What follows belongs to an exercise in optimizing a design on an open flow for small area, a short achievable clock period and few clock cycles per item; a production flow would make more cautious choices.
Only simulation tests tie the RTL to the original design; equivalence was not proved.
Power is estimated from default activity; no workload was simulated.

// coreTop
module coreTop (
    input  logic                    clk,
    input  logic                    rst,
    input  logic                    instrValid,
    input  logic [31:0]             instr,
    output logic                    instrCredit,
    output logic                    resValid,
    output logic [4:0]              resDest,
    output logic [32-1:0] resData
);
    logic [5:0]  opcode;
    logic [4:0]  rd, rs, rt;
    logic [10:0] funct;
    assign opcode = instr[31:26];
    assign rd     = instr[25:21];
    assign rs     = instr[20:16];
    assign rt     = instr[15:11];
    assign funct  = instr[10:0];
    logic isReg, isAddi, isLui;
    logic dAdd, dSub, dAnd, dOr, dXor, dSlt;
    logic dArith, dKnown;
    assign isReg  = (opcode == 6'h00);
    assign isAddi = (opcode == 6'h08);
    assign isLui  = (opcode == 6'h0f);
    assign dAdd   = isReg && (funct == 11'h020);
    assign dSub   = isReg && (funct == 11'h022);
    assign dAnd   = isReg && (funct == 11'h024);
    assign dOr    = isReg && (funct == 11'h025);
    assign dXor   = isReg && (funct == 11'h026);
    assign dSlt   = isReg && (funct == 11'h02a);
    assign dArith = dAdd || dSub || isAddi || isLui;    
    assign dKnown = dArith || dAnd || dOr || dXor || dSlt;
    logic                    irValid, exValid, wbValid;
    logic [4:0]              irDest, exDest;
    logic                    useS, useT;
    logic                    dFwdS, dFwdT, dWbS, dWbT;
    logic [15:0]             dSelS, dSelT;
    function automatic logic live(input logic [4:0] r);
        live = (r != 5'd0) && (r[4] == 1'b0 || r[3:0] == 4'd0);
    endfunction
    assign useS  = !isLui && live(rs);
    assign useT  = !(isLui || isAddi) && live(rt);
    assign dFwdS = useS && irValid && (irDest == rs);
  ...
Size in the first run: ~3400 cells after synthesis, roughly 34000 um^2 of cells after synthesis.
export LEC_CHECK = 0
export ABC_AREA = 1
export CAP_MARGIN = 20
export CORE_MARGIN = 2
export CORE_UTILIZATION = 50
export CTS_BUF_LIST = sky130_fd_sc_hd__clkbuf_16
export CTS_CLUSTER_DIAMETER = 80
export CTS_CLUSTER_SIZE = 25
export SETUP_SLACK_MARGIN = 2.85
export SLEW_MARGIN = 20
export TNS_END_PERCENT = 100
create_clock -name core_clock -period 5.0 [get_ports {clk}]
standard.sh (not shown) runs the stock make flow with config.mk's settings and CLKGATE_MAP_FILE= SYNTH_SCRIPT=/design/flow/synth_recipe.tcl, a recipe that flattens the netlist after the stock synthesis.
==> flow/flow/run.sh <==
#!/bin/bash
# Standard layout, with the port buffers made from buf_4 cells instead of
# the buffer_ports default, so the input and output paths are not slowed by
# delay cells.
set -o pipefail
cp standard.sh standard.sh.txt
export BUFFER_PORTS_ARGS="-buffer_cell sky130_fd_sc_hd__buf_4"
bash standard.sh > standard.log 2>&1
The first run produced a clean layout.
Testbench counts at the start, summed over its fixed seeds: cycles 24,016, items 24,000.
Change:
Settings changed: CORE_UTILIZATION 50 to 40, TNS_END_PERCENT 100 to 50.
=> Sequential power is about the same. Fmax shrinks by a few percent. Global-route usage falls by 7.7 points. Combinational power falls by a few percent. Register-to-register slack degrades by 0.08 ns. Cell area hardly moves. Die area came out higher by a quarter to a third.
Change:
Settings changed: SETUP_SLACK_MARGIN 2.85 to 3.0.
Fmax increases by about 4%; clock skew increases by 0.016 ns; synthesized cell count does not change; global-route usage stays flat; worst setup slack gains 0.087 ns.
Change:
Settings changed: SETUP_SLACK_MARGIN 3.0 to 2.5.
Sequential share of layout area came out higher by 4.1 points.
Die area stays the same.
Power drops by about 4.3%.
Non-clock buffer count came out lower by 104.
Routed wire length goes down by 1.6%.
Global-route usage grows by 0.11 points.
Via count is lower by 2.7%.
Worst hold slack gains 0.017 ns.
Final area came out lower by about 8%.
Worst setup slack loses 0.38 ns.

Starting RTL as in the previous note.
// coreTop
module coreTop (
    input  logic                    clk,
    input  logic                    rst,
    input  logic                    instrValid,
    input  logic [31:0]             instr,
    output logic                    instrCredit,
    output logic                    resValid,
    output logic [4:0]              resDest,
    output logic [32-1:0] resData
);
    logic [5:0]  opcode;
    logic [4:0]  rd, rs, rt;
    logic [10:0] funct;
    assign opcode = instr[31:26];
    assign rd     = instr[25:21];
    assign rs     = instr[20:16];
    assign rt     = instr[15:11];
    assign funct  = instr[10:0];
    logic isReg, isAddi, isLui;
    logic dAdd, dSub, dAnd, dOr, dXor, dSlt;
    logic dArith, dKnown;
    assign isReg  = (opcode == 6'h00);
    assign isAddi = (opcode == 6'h08);
    assign isLui  = (opcode == 6'h0f);
    assign dAdd   = isReg && (funct == 11'h020);
    assign dSub   = isReg && (funct == 11'h022);
    assign dAnd   = isReg && (funct == 11'h024);
    assign dOr    = isReg && (funct == 11'h025);
    assign dXor   = isReg && (funct == 11'h026);
    assign dSlt   = isReg && (funct == 11'h02a);
  ...
==> flow/config.mk <==
export PLATFORM = sky130hd
export DESIGN_NAME = coreTop
export DESIGN_NICKNAME = coreTop
export VERILOG_FILES = /design/flow/design.v
export SDC_FILE = /design/flow/constraint.sdc
export NUM_CORES = 4
export LEC_CHECK = 0
export ABC_AREA = 1
export CAP_MARGIN = 20
export CORE_MARGIN = 2
export CORE_UTILIZATION = 40
export CTS_BUF_LIST = sky130_fd_sc_hd__clkbuf_16
export CTS_CLUSTER_DIAMETER = 80
export CTS_CLUSTER_SIZE = 25
export SETUP_SLACK_MARGIN = 2.7
export SLEW_MARGIN = 20
export TNS_END_PERCENT = 50
==> flow/constraint.sdc <==
create_clock -name core_clock -period 5.0 [get_ports {clk}]
set_input_delay 1.0000 -clock core_clock [delete_from_list [all_inputs] [get_ports {clk}]]
set_output_delay 1.0000 -clock core_clock [all_outputs]
set_load 0.01 [all_outputs]
Scripts as last shown in full above: flow/flow/run.sh
Testbench counts at the start, summed over its fixed seeds: cycles 24,016, items 24,000.
Edit:
--- a/flow/config.mk
+++ b/flow/config.mk
@@ -14,4 +14,4 @@
 export CTS_CLUSTER_SIZE = 25
-export SETUP_SLACK_MARGIN = 2.7
+export SETUP_SLACK_MARGIN = 3.0
 export SLEW_MARGIN = 20
-export TNS_END_PERCENT = 50
+export TNS_END_PERCENT = 100
Worst hold slack degrades by 0.024 ns; cell area climbs by 7.5%; area after synthesis stays the same.

coreTop again, from the RTL that the note above started with.
clock: 5.0 ns
lec_check: 0
abc_area: 1
cap_margin: 20
core_margin: 2
core_utilization: 40
cts_buf_list: sky130_fd_sc_hd__clkbuf_16
cts_cluster_diameter: 80
cts_cluster_size: 25
setup_slack_margin: 2.85
slew_margin: 20
tns_end_percent: 100
Scripts as last shown in full above: flow/flow/run.sh
Testbench counts at the start, summed over its fixed seeds: cycles 24,016, items 24,000.
Next try:
Settings changed: CTS_BUF_LIST sky130_fd_sc_hd__clkbuf_16 to unset, CTS_CLUSTER_DIAMETER 80 to unset, CTS_CLUSTER_SIZE 25 to unset, SETUP_SLACK_MARGIN 2.85 to 2.5, TNS_END_PERCENT 100 to 50.
Routed wire length climbs by 1.0%.
Critical path depth climbs by 7.
Synthesized cell count stays the same.
Via count climbs by 0.70%.
Synthesized area is unchanged.
Worst hold slack improves by 0.013 ns.
Clock power climbs by about 54%.
Sequential share of layout area climbs by 0.11 points.
Power climbs by about 17%.
Cell area drops by about 0.57%.
Next try:
Settings changed: CTS_BUF_LIST set to sky130_fd_sc_hd__clkbuf_16, CTS_CLUSTER_DIAMETER set to 80, CTS_CLUSTER_SIZE set to 25, SETUP_SLACK_MARGIN 2.5 to 2.7, TNS_END_PERCENT 50 to 100.
Result: Die area does not change. Worst hold slack barely changes. Global-route usage falls by 0.22 points. Routed wire length falls slightly. Power falls by about a fifth. Final area falls slightly.

-- afterwards: timing with drivers on the ports --
The results above use ideal ports. As a check the final layouts listed here were re-extracted and re-timed, cells and wires unchanged. Step 1 assumes that a clkbuf_16 drives the clock port and a buf_2 every other input. Step 2, shift: input delay + t, output delay - t, t = (earliest + latest rising clock arrival at the registers) / 2. This alone moves slack from input paths to output paths. a / b / c = no drivers / after step 1 / after step 2; a / b = the first two.
run	shift t [ns]	slack for setup (ns)	worst setup path at the end	worst register clock-pin slew, ns	cell pins on the clock port's net
the first run of note 1	0.684	2.807 / 2.775 / 2.264	input to register	0.11 / 0.11	1
the second run of note 1	0.675	2.730 / 2.721 / 2.289	input to register	0.11 / 0.11	1
the third run of note 1	0.702	2.816 / 2.750 / 2.220	input to register	0.11 / 0.11	1
the fourth run of note 1	0.697	2.436 / 2.436 / 2.070	input to register	0.11 / 0.11	1
the first run of note 2	0.695	2.634 / 2.634 / 2.062	input to register	0.11 / 0.11	1
the second run of note 2	0.696	2.762 / 2.762 / 2.279	input to register	0.11 / 0.11	1
the first run of note 3	0.703	2.801 / 2.735 / 2.265	input to register	0.11 / 0.11	1
the second run of note 3	0.709	2.412 / 2.412 / 2.099	input to register	0.06 / 0.06	1
the third run of note 3	0.702	2.651 / 2.651 / 2.051	input to register	0.11 / 0.11	1
After both steps setup and hold are still met in every run listed. The setup slack of the third run of note 3, which loses most, moves by 0.000 ns with the drivers and by -0.600 ns with both steps.
